What follows belongs to an exercise in optimizing a design on an open flow for small area, a short achievable clock period and few clock cycles per item; a production flow would make more cautious choices. Only simulation tests tie the RTL to the original design; equivalence was not proved.

==> v39: inputs <==
## iu_core
module iu_core (
  input  logic        forever_cpuclk,
  input  logic        rst_n,
  input  logic        flush,
  input  logic        issue_vld,
  input  logic [1:0]  issue_unit,
  input  logic [3:0]  issue_func,
  input  logic [31:0] issue_src0,
  input  logic [31:0] issue_src1,
  input  logic [5:0]  issue_dst_preg,
  output logic        wb_vld,
  output logic [5:0]  wb_preg,
  output logic [31:0] wb_data,
  output logic        ex1_fwd_vld,
  output logic [5:0]  ex1_fwd_preg,
  output logic [31:0] ex1_fwd_data,
  output logic        ex1_stall
);
  iu_pkg::iu_issue_t issue;
  iu_pkg::iu_rslt_t  wb;
  iu_pkg::iu_rslt_t  ex1_fwd;
  always_comb begin
    issue.vld      = issue_vld;
    issue.unit     = iu_pkg::iu_unit_e'(issue_unit);
    issue.func     = issue_func;
    issue.src0     = issue_src0;
    issue.src1     = issue_src1;
    issue.dst_preg = issue_dst_preg;
  end
  iu_top u_iu_top (
    .forever_cpuclk (forever_cpuclk),
    .rst_n          (rst_n         ),
    .flush          (flush         ),
    .issue          (issue         ),
    .wb             (wb            ),
    .ex1_fwd        (ex1_fwd       ),
    .ex1_stall      (ex1_stall     )
  );
  assign wb_vld       = wb.vld;
  assign wb_preg      = wb.preg;
  assign wb_data      = wb.data;
  assign ex1_fwd_vld  = ex1_fwd.vld;
  assign ex1_fwd_preg = ex1_fwd.preg;
  assign ex1_fwd_data = ex1_fwd.data;
endmodule
clock: 10.0 ns
lec_check: 0
cap_margin: 20
core_margin: 2
core_utilization: 40
slew_margin: 20
run.sh (not shown) runs the stock make flow with config.mk's settings and CLKGATE_MAP_FILE= SYNTH_SCRIPT=/design/flow/synth_recipe.tcl, a recipe that flattens the netlist after the stock synthesis.
==> inputs of v7, as changes to v39 <==
--- a/flow/design.v
+++ b/flow/design.v
@@ -56,36 +56,46 @@
 );
   logic        sub;
   logic [32:0] sum;
   logic        ltu;
   logic        lt;
   logic        left;
   logic        arith;
-  logic [31:0] sh_in;
-  logic [32:0] sh_ext;
-  logic [31:0] sh_out;
+  logic [4:0]  rot_n;
+  logic        fill;
+  logic [31:0] rot0;
+  logic [31:0] rot1;
+  logic [31:0] rot2;
+  logic [31:0] rot3;
+  logic [31:0] rot4;
+  logic [31:0] ge_sh;
+  logic [31:0] keep;
   logic [31:0] sh_rslt;
   assign sub = func[0] | func[3];
   assign sum = {1'b0, src0} + {1'b0, src1 ^ {32{sub}}} + {32'd0, sub};
   assign ltu = ~sum[32];
   assign lt  = (src0[31] ^ src1[31]) ? src0[31] : sum[31];
   assign left  = ~func[1];
   assign arith = func[0] & func[1];
+  assign rot_n = left ? 5'd0 - src1[4:0] : src1[4:0];
+  assign fill  = arith & src0[31];
+  assign rot0 = rot_n[0] ? {src0[0],     src0[31:1]}  : src0;
+  assign rot1 = rot_n[1] ? {rot0[1:0],   rot0[31:2]}  : rot0;
+  assign rot2 = rot_n[2] ? {rot1[3:0],   rot1[31:4]}  : rot1;
+  assign rot3 = rot_n[3] ? {rot2[7:0],   rot2[31:8]}  : rot2;
+  assign rot4 = rot_n[4] ? {rot3[15:0],  rot3[31:16]} : rot3;
   always_comb begin
     for (int i = 0; i < 32; i++) begin
-      sh_in[i] = left ? src0[31-i] : src0[i];
+      ge_sh[i] = (5'(i) >= src1[4:0]);
     end
-  end
-  assign sh_ext = $signed({arith & src0[31], sh_in}) >>> src1[4:0];
-  assign sh_out = sh_ext[31:0];
-  always_comb begin
     for (int i = 0; i < 32; i++) begin
-      sh_rslt[i] = left ? sh_out[31-i] : sh_out[i];
+      keep[i] = left ? ge_sh[i] : ge_sh[31-i];
     end
   end
+  assign sh_rslt = (rot4 & keep) | ({32{fill}} & ~keep);
   always_comb begin
     if (func[3]) begin
       rslt = {31'd0, func[0] ? ltu : lt};
     end else begin
       case (func[2:0])
         3'd0, 3'd1: rslt = sum[31:0];
         3'd2:       rslt = src0 & src1;
@@ -101,53 +111,52 @@
   input  logic                      forever_cpuclk,
   input  logic                      rst_n,
   input  logic                      flush,
   input  logic                      sel,
   input  logic [iu_pkg::FUNC_W-1:0] func,
   input  logic [iu_pkg::XLEN-1:0]   src0,
   input  logic [iu_pkg::XLEN-1:0]   src1,
-  output logic                      mul_busy,
+  output logic                      mul_busy1,
+  output logic                      mul_busy2,
   output logic [iu_pkg::XLEN-1:0]   mul_rslt
 );
   logic        signed_op;
-  logic        high_sel;
-  logic [32:0] a_ext;
   logic [32:0] a_q;
-  logic [16:0] bh_q;
+  logic [32:0] b_q;
   logic [48:0] acc_q;
   logic        high_q;
-  logic [32:0] mx;
   logic [16:0] my;
   logic [32:0] mz;
   logic [49:0] mp;
   assign signed_op = (func == iu_pkg::MUL_MULH);
-  assign high_sel  = func[0] | func[1];
-  assign a_ext     = {signed_op & src0[31], src0};
-  assign mx = mul_busy ? a_q : a_ext;
-  assign my = mul_busy ? bh_q : {1'b0, src1[15:0]};
-  assign mz = mul_busy ? acc_q[48:16] : 33'd0;
+  assign my = mul_busy2 ? b_q[32:16] : {1'b0, b_q[15:0]};
+  assign mz = mul_busy2 ? acc_q[48:16] : 33'd0;
   iu_mac u_mac (
-    .x (mx),
+    .x (a_q),
     .y (my),
     .z (mz),
     .p (mp)
   );
   always_ff @(posedge forever_cpuclk) begin
     if (!rst_n || flush) begin
-      mul_busy <= 1'b0;
+      mul_busy1 <= 1'b0;
+      mul_busy2 <= 1'b0;
     end else begin
-      mul_busy <= sel;
+      mul_busy1 <= sel;
+      mul_busy2 <= mul_busy1;
     end
   end
   always_ff @(posedge forever_cpuclk) begin
     if (sel) begin
-      a_q    <= a_ext;
-      bh_q   <= {signed_op & src1[31], src1[31:16]};
+      a_q    <= {signed_op & src0[31], src0};
+      b_q    <= {signed_op & src1[31], src1};
+      high_q <= func[0] | func[1];
+    end
+    if (mul_busy1) begin
       acc_q  <= mp[48:0];
-      high_q <= high_sel;
     end
   end
   assign mul_rslt = high_q ? mp[47:16] : {mp[15:0], acc_q[15:0]};
 endmodule
 module iu_mac (
   input  logic [32:0] x,
   input  logic [16:0] y,
@@ -1504,16 +1513,18 @@
   input  logic                      forever_cpuclk,
   input  logic                      rst_n,
   input  logic                      flush,
   input  logic                      sel,
   input  logic [iu_pkg::FUNC_W-1:0] func,
   input  logic [iu_pkg::XLEN-1:0]   src0,
   input  logic [iu_pkg::XLEN-1:0]   src1,
+  input  logic [iu_pkg::PREG_W-1:0] dst_preg,
   output logic                      div_busy,
   output logic                      div_done,
+  output logic [iu_pkg::PREG_W-1:0] div_preg,
   output logic [iu_pkg::XLEN-1:0]   div_rslt
 );
   logic        is_signed;
   logic        s0_neg;
   logic        s1_neg;
   logic        norm_q;
   logic [31:0] rem_q;
@@ -1591,14 +1602,15 @@
       norm_q    <= 1'b1;
       rem_q     <= s0_neg ? -src0 : src0;
       dvs_q     <= s1_neg ? -src1 : src1;
       bz_q      <= (src1 == 32'd0);
       q_neg_q   <= (s0_neg ^ s1_neg) & (src1 != 32'd0);
       r_neg_q   <= s0_neg;
       rem_sel_q <= func[1];
+      div_preg  <= dst_preg;
     end else if (norm_q) begin
       norm_q <= 1'b0;
       dvs_q  <= dvs_norm;
       quo_q  <= 32'd0;
       cnt_q  <= sdiff[4:0];
     end else begin
       rem_q <= rem2;
@@ -1611,47 +1623,56 @@
 `timescale 1ns/100ps
 module iu_wb_ctrl (
   input  logic                      forever_cpuclk,
   input  logic                      rst_n,
   input  logic                      flush,
   input  iu_pkg::iu_issue_t         issue,
   input  logic                      alu_sel,
-  input  logic                      hold,
+  input  logic                      mul_sel,
   input  logic [iu_pkg::XLEN-1:0]   alu_rslt,
-  input  logic                      mul_busy,
+  input  logic                      mul_busy2,
   input  logic [iu_pkg::XLEN-1:0]   mul_rslt,
   input  logic                      div_done,
+  input  logic [iu_pkg::PREG_W-1:0] div_preg,
   input  logic [iu_pkg::XLEN-1:0]   div_rslt,
   output iu_pkg::iu_rslt_t          wb,
   output iu_pkg::iu_rslt_t          ex1_fwd
 );
-  logic [iu_pkg::PREG_W-1:0] preg_q;
+  logic                      s1_vld;
+  logic [iu_pkg::PREG_W-1:0] s1_preg;
+  logic [iu_pkg::XLEN-1:0]   s1_data;
+  logic                      s2_vld;
+  logic [iu_pkg::PREG_W-1:0] s2_preg;
+  logic [iu_pkg::XLEN-1:0]   s2_data;
   always_comb begin
     ex1_fwd.vld  = alu_sel;
     ex1_fwd.preg = issue.dst_preg;
     ex1_fwd.data = alu_rslt;
   end
   always_ff @(posedge forever_cpuclk) begin
-    if (!hold) begin
-      preg_q <= issue.dst_preg;
-    end
-  end
-  always_ff @(posedge forever_cpuclk) begin
     if (!rst_n) begin
+      s1_vld <= 1'b0;
+      s2_vld <= 1'b0;
       wb.vld <= 1'b0;
     end else begin
-      wb.vld <= ~flush & (alu_sel | mul_busy | div_done);
+      s1_vld <= ~flush & (alu_sel | mul_sel);
+      s2_vld <= ~flush & (s1_vld | div_done);
+      wb.vld <= ~flush & s2_vld;
     end
-    if (hold) begin
-      wb.preg <= preg_q;
-      wb.data <= mul_busy ? mul_rslt : div_rslt;
+    s1_preg <= issue.dst_preg;
+    s1_data <= alu_rslt;
+    if (div_done) begin
+      s2_preg <= div_preg;
+      s2_data <= div_rslt;
     end else begin
-      wb.preg <= issue.dst_preg;
-      wb.data <= alu_rslt;
+      s2_preg <= s1_preg;
+      s2_data <= s1_data;
     end
+    wb.preg <= s2_preg;
+    wb.data <= mul_busy2 ? mul_rslt : s2_data;
   end
 endmodule
 `timescale 1ns/100ps
 module iu_top (
   input  logic              forever_cpuclk,
   input  logic              rst_n,
   input  logic              flush,
@@ -1663,18 +1684,20 @@
   logic                    issue_go;
   logic                    alu_sel;
   logic                    mul_sel;
   logic                    div_sel;
   logic [iu_pkg::XLEN-1:0] alu_rslt;
   logic [iu_pkg::XLEN-1:0] mul_rslt;
   logic [iu_pkg::XLEN-1:0] div_rslt;
-  logic                    mul_busy;
+  logic                    mul_busy1;
+  logic                    mul_busy2;
   logic                    div_busy;
   logic                    div_done;
-  assign ex1_stall = mul_busy | div_busy;
+  logic [iu_pkg::PREG_W-1:0] div_preg;
+  assign ex1_stall = (div_busy & ~div_done) | (mul_busy1 & (issue.unit == iu_pkg::UNIT_MUL));
   assign issue_go  = issue.vld & ~ex1_stall & ~flush;
   assign alu_sel   = issue_go & (issue.unit == iu_pkg::UNIT_ALU);
   assign mul_sel   = issue_go & (issue.unit == iu_pkg::UNIT_MUL);
   assign div_sel   = issue_go & (issue.unit == iu_pkg::UNIT_DIV);
   iu_alu u_alu (
     .func (issue.func),
     .src0 (issue.src0),
@@ -1685,40 +1708,44 @@
     .forever_cpuclk (forever_cpuclk),
     .rst_n          (rst_n         ),
     .flush          (flush         ),
     .sel            (mul_sel       ),
     .func           (issue.func    ),
     .src0           (issue.src0    ),
     .src1           (issue.src1    ),
-    .mul_busy       (mul_busy      ),
+    .mul_busy1      (mul_busy1     ),
+    .mul_busy2      (mul_busy2     ),
     .mul_rslt       (mul_rslt      )
   );
   iu_div u_div (
     .forever_cpuclk (forever_cpuclk),
     .rst_n          (rst_n         ),
     .flush          (flush         ),
     .sel            (div_sel       ),
     .func           (issue.func    ),
     .src0           (issue.src0    ),
     .src1           (issue.src1    ),
     .div_busy       (div_busy      ),
+    .dst_preg       (issue.dst_preg),
     .div_done       (div_done      ),
+    .div_preg       (div_preg      ),
     .div_rslt       (div_rslt      )
   );
   iu_wb_ctrl u_wb_ctrl (
     .forever_cpuclk (forever_cpuclk),
     .rst_n          (rst_n         ),
     .flush          (flush         ),
     .issue          (issue         ),
     .alu_sel        (alu_sel       ),
-    .hold           (ex1_stall     ),
+    .mul_sel        (mul_sel       ),
     .alu_rslt       (alu_rslt      ),
-    .mul_busy       (mul_busy      ),
+    .mul_busy2      (mul_busy2     ),
     .mul_rslt       (mul_rslt      ),
     .div_done       (div_done      ),
+    .div_preg       (div_preg      ),
     .div_rslt       (div_rslt      ),
     .wb             (wb            ),
     .ex1_fwd        (ex1_fwd       )
   );
 endmodule
 `timescale 1ns/100ps
 module iu_core (
==> flow/config.mk (replaced) <==
export PLATFORM = sky130hd
export DESIGN_NAME = iu_core
export DESIGN_NICKNAME = iu_core
export VERILOG_FILES = /design/flow/design.v
export SDC_FILE = /design/flow/constraint.sdc
export NUM_CORES = 4
export LEC_CHECK = 0
export ABC_CLOCK_PERIOD_IN_PS = 6500
export CAP_MARGIN = 20
export CORE_MARGIN = 2
export CORE_UTILIZATION = 40
export SETUP_SLACK_MARGIN = 3.5
export SLEW_MARGIN = 20
export TNS_END_PERCENT = 0
==> inputs of v28, as changes to v39 <==
--- a/flow/design.v
+++ b/flow/design.v
@@ -1504,16 +1504,19 @@
   input  logic                      forever_cpuclk,
   input  logic                      rst_n,
   input  logic                      flush,
   input  logic                      sel,
   input  logic [iu_pkg::FUNC_W-1:0] func,
   input  logic [iu_pkg::XLEN-1:0]   src0,
   input  logic [iu_pkg::XLEN-1:0]   src1,
+  input  logic [iu_pkg::PREG_W-1:0] dst_preg,
   output logic                      div_busy,
   output logic                      div_done,
+  output logic                      div_last,
+  output logic [iu_pkg::PREG_W-1:0] div_preg,
   output logic [iu_pkg::XLEN-1:0]   div_rslt
 );
   logic        is_signed;
   logic        s0_neg;
   logic        s1_neg;
   logic        norm_q;
   logic [31:0] rem_q;
@@ -1557,15 +1560,16 @@
   assign diff1 = {1'b0, rem_q} - {1'b0, dvs_q};
   assign bit1  = ~diff1[32];
   assign rem1  = bit1 ? diff1[31:0] : rem_q;
   assign dvs1  = {1'b0, dvs_q[31:1]};
   assign diff2 = {1'b0, rem1} - {1'b0, dvs1};
   assign bit2  = ~diff2[32];
   assign rem2  = bit2 ? diff2[31:0] : rem1;
-  assign div_done = div_busy & (norm_q ? early : (cnt_q[4:1] == 4'd0));
+  assign div_last = div_busy & ~norm_q & (cnt_q[4:1] == 4'd0);
+  assign div_done = div_last | (div_busy & norm_q & early);
   always_comb begin
     if (norm_q) begin
       fin_q = {32{bz_q}};
       fin_r = rem_q;
     end else if (cnt_q[0]) begin
       fin_q = {quo_q[29:0], bit1, bit2};
       fin_r = rem2;
@@ -1591,14 +1595,15 @@
       norm_q    <= 1'b1;
       rem_q     <= s0_neg ? -src0 : src0;
       dvs_q     <= s1_neg ? -src1 : src1;
       bz_q      <= (src1 == 32'd0);
       q_neg_q   <= (s0_neg ^ s1_neg) & (src1 != 32'd0);
       r_neg_q   <= s0_neg;
       rem_sel_q <= func[1];
+      div_preg  <= dst_preg;
     end else if (norm_q) begin
       norm_q <= 1'b0;
       dvs_q  <= dvs_norm;
       quo_q  <= 32'd0;
       cnt_q  <= sdiff[4:0];
     end else begin
       rem_q <= rem2;
@@ -1611,46 +1616,53 @@
 `timescale 1ns/100ps
 module iu_wb_ctrl (
   input  logic                      forever_cpuclk,
   input  logic                      rst_n,
   input  logic                      flush,
   input  iu_pkg::iu_issue_t         issue,
   input  logic                      alu_sel,
-  input  logic                      hold,
+  input  logic                      mul_sel,
   input  logic [iu_pkg::XLEN-1:0]   alu_rslt,
   input  logic                      mul_busy,
   input  logic [iu_pkg::XLEN-1:0]   mul_rslt,
   input  logic                      div_done,
+  input  logic [iu_pkg::PREG_W-1:0] div_preg,
   input  logic [iu_pkg::XLEN-1:0]   div_rslt,
   output iu_pkg::iu_rslt_t          wb,
   output iu_pkg::iu_rslt_t          ex1_fwd
 );
-  logic [iu_pkg::PREG_W-1:0] preg_q;
+  logic                      s1_vld;
+  logic [iu_pkg::PREG_W-1:0] s1_preg;
+  logic [iu_pkg::XLEN-1:0]   s1_data;
   always_comb begin
     ex1_fwd.vld  = alu_sel;
     ex1_fwd.preg = issue.dst_preg;
     ex1_fwd.data = alu_rslt;
   end
   always_ff @(posedge forever_cpuclk) begin
-    if (!hold) begin
-      preg_q <= issue.dst_preg;
+    if (!rst_n) begin
+      s1_vld <= 1'b0;
+    end else begin
+      s1_vld <= ~flush & (alu_sel | mul_sel);
     end
+    s1_preg <= issue.dst_preg;
+    s1_data <= alu_rslt;
   end
   always_ff @(posedge forever_cpuclk) begin
     if (!rst_n) begin
       wb.vld <= 1'b0;
     end else begin
-      wb.vld <= ~flush & (alu_sel | mul_busy | div_done);
+      wb.vld <= ~flush & (s1_vld | div_done);
     end
-    if (hold) begin
-      wb.preg <= preg_q;
-      wb.data <= mul_busy ? mul_rslt : div_rslt;
+    if (div_done) begin
+      wb.preg <= div_preg;
+      wb.data <= div_rslt;
     end else begin
-      wb.preg <= issue.dst_preg;
-      wb.data <= alu_rslt;
+      wb.preg <= s1_preg;
+      wb.data <= mul_busy ? mul_rslt : s1_data;
     end
   end
 endmodule
 `timescale 1ns/100ps
 module iu_top (
   input  logic              forever_cpuclk,
   input  logic              rst_n,
@@ -1666,15 +1678,17 @@
   logic                    div_sel;
   logic [iu_pkg::XLEN-1:0] alu_rslt;
   logic [iu_pkg::XLEN-1:0] mul_rslt;
   logic [iu_pkg::XLEN-1:0] div_rslt;
   logic                    mul_busy;
   logic                    div_busy;
   logic                    div_done;
-  assign ex1_stall = mul_busy | div_busy;
+  logic                    div_last;
+  logic [iu_pkg::PREG_W-1:0] div_preg;
+  assign ex1_stall = (div_busy & ~div_last) | (mul_busy & (issue.unit == iu_pkg::UNIT_MUL));
   assign issue_go  = issue.vld & ~ex1_stall & ~flush;
   assign alu_sel   = issue_go & (issue.unit == iu_pkg::UNIT_ALU);
   assign mul_sel   = issue_go & (issue.unit == iu_pkg::UNIT_MUL);
   assign div_sel   = issue_go & (issue.unit == iu_pkg::UNIT_DIV);
   iu_alu u_alu (
     .func (issue.func),
     .src0 (issue.src0),
@@ -1697,28 +1711,32 @@
     .rst_n          (rst_n         ),
     .flush          (flush         ),
     .sel            (div_sel       ),
     .func           (issue.func    ),
     .src0           (issue.src0    ),
     .src1           (issue.src1    ),
     .div_busy       (div_busy      ),
+    .dst_preg       (issue.dst_preg),
     .div_done       (div_done      ),
+    .div_last       (div_last      ),
+    .div_preg       (div_preg      ),
     .div_rslt       (div_rslt      )
   );
   iu_wb_ctrl u_wb_ctrl (
     .forever_cpuclk (forever_cpuclk),
     .rst_n          (rst_n         ),
     .flush          (flush         ),
     .issue          (issue         ),
     .alu_sel        (alu_sel       ),
-    .hold           (ex1_stall     ),
+    .mul_sel        (mul_sel       ),
     .alu_rslt       (alu_rslt      ),
     .mul_busy       (mul_busy      ),
     .mul_rslt       (mul_rslt      ),
     .div_done       (div_done      ),
+    .div_preg       (div_preg      ),
     .div_rslt       (div_rslt      ),
     .wb             (wb            ),
     .ex1_fwd        (ex1_fwd       )
   );
 endmodule
 `timescale 1ns/100ps
 module iu_core (
==> flow/config.mk (replaced) <==
export PLATFORM = sky130hd
export DESIGN_NAME = iu_core
export DESIGN_NICKNAME = iu_core
export VERILOG_FILES = /design/flow/design.v
export SDC_FILE = /design/flow/constraint.sdc
export NUM_CORES = 4
export LEC_CHECK = 0
export ABC_CLOCK_PERIOD_IN_PS = 7000
export CAP_MARGIN = 20
export CORE_MARGIN = 2
export CORE_UTILIZATION = 40
export SETUP_SLACK_MARGIN = 3
export SLEW_MARGIN = 20
==> impl_metrics.toml <==
[die]
floorplan.tapcells = 1368

[finish]
drive_above_1_share_pct = 9.65
seq_share_pct = 14.5
seqCellArea_um2 = 6730
largest_registers = "u_iu_top.u_mul.acc_q x49, u_iu_top.u_wb_ctrl.wb x34, u_iu_top.u_mul.a_q x33"

[run_status]
run_status = "finished clean"

[synth]
synth-simple-area-share_pct = 13.9
synth_top_area_share_pct = 13.1

[cts]
clock_sinks = 246
Source of the figures above: v39

==> impl_metrics.toml <==
[finish]
drive_above_1_share_pct = 12.7
seq_share_pct = 17.8
largest_registers = "u_iu_top.u_mul.acc_q x49, u_iu_top.u_wb_ctrl.wb x39"
seqCellArea_um2 = 8950

[synth]
synth_top_area_share_pct = 13.7
synth-simple-area-share_pct = 12.0
syn_std_cell_area_um2 = 42900

[die]
floorplan.tapcells = 1403

[run_status]
run_status = "finished clean"

[cts]
clock_sinks = 347
Source of the figures above: v7

==> impl_metrics.toml <==
[setup_path]
worstPathBufferInverterCount = 6

[synth]
synth_top_area_share_pct = 13.1
post_synth_xor_area_fraction_pct = 11.1
synth-simple-area-share_pct = 12.3
synth.avg_cell_area_um2 = 8.33

[cts]
clock_sinks = 291

[run_status]
run_status = "finished clean"

[finish]
largest_registers = "u_iu_top.u_mul.acc_q x49, u_iu_top.u_wb_ctrl.wb x39, u_iu_top.u_mul.a_q x33"
drive_above_1_share_pct = 23.6

[timing]
setup-violations-final = 0

[routing]
remaining_drc_errors = 0

[grt]
busiest_layer = "met2"

[die]
floorplan.tapcells = 1368
Source of the figures above: v28

Testbench counts of v39, summed over its fixed seeds: cycles 11,630, items 8,000.
Testbench counts of v7, summed over its fixed seeds: cycles 9,695, items 8,000.
Testbench counts of v28, summed over its fixed seeds: cycles 9,859, items 8,000.

==> static timing again, ports no longer ideal <==
The flow's constraints put no driver on any port. The routed layouts listed below were extracted and timed again, unchanged, in two steps.
Step 1: set_driving_cell puts a clkbuf_16 on forever_cpuclk and a buf_2 on each other input, an assumption about the parent block.
Step 2 adds t to the input delays and takes it off the output delays; t is the mean of the earliest and latest rising clock arrival at the registers after step 1. Input paths then give back, and output paths get back, about the clock's delay inside the block.
Slacks: no drivers / after step 1 / after step 2; pairs: no drivers / after step 1.
| run | t (ns) | setup slack, ns | latest minus earliest clock arrival (ns) | slew at the worst register clock pin (ns) |
|---|---|---|---|---|
| v39 | 0.665 | 0.221 / 0.198 / -0.115 | 0.060 / 0.060 | 0.07 / 0.07 |
| v7 | 0.676 | 2.030 / 1.930 / 1.930 | 0.041 / 0.041 | 0.07 / 0.07 |
| v28 | 0.663 | 1.595 / 1.636 / 0.972 | 0.053 / 0.053 | 0.07 / 0.07 |
With both steps, setup timing fails in v39, where it was met with ideal ports. For v28, which loses most, drivers alone change the setup slack by +0.041 ns; drivers and shift together by -0.623 ns.
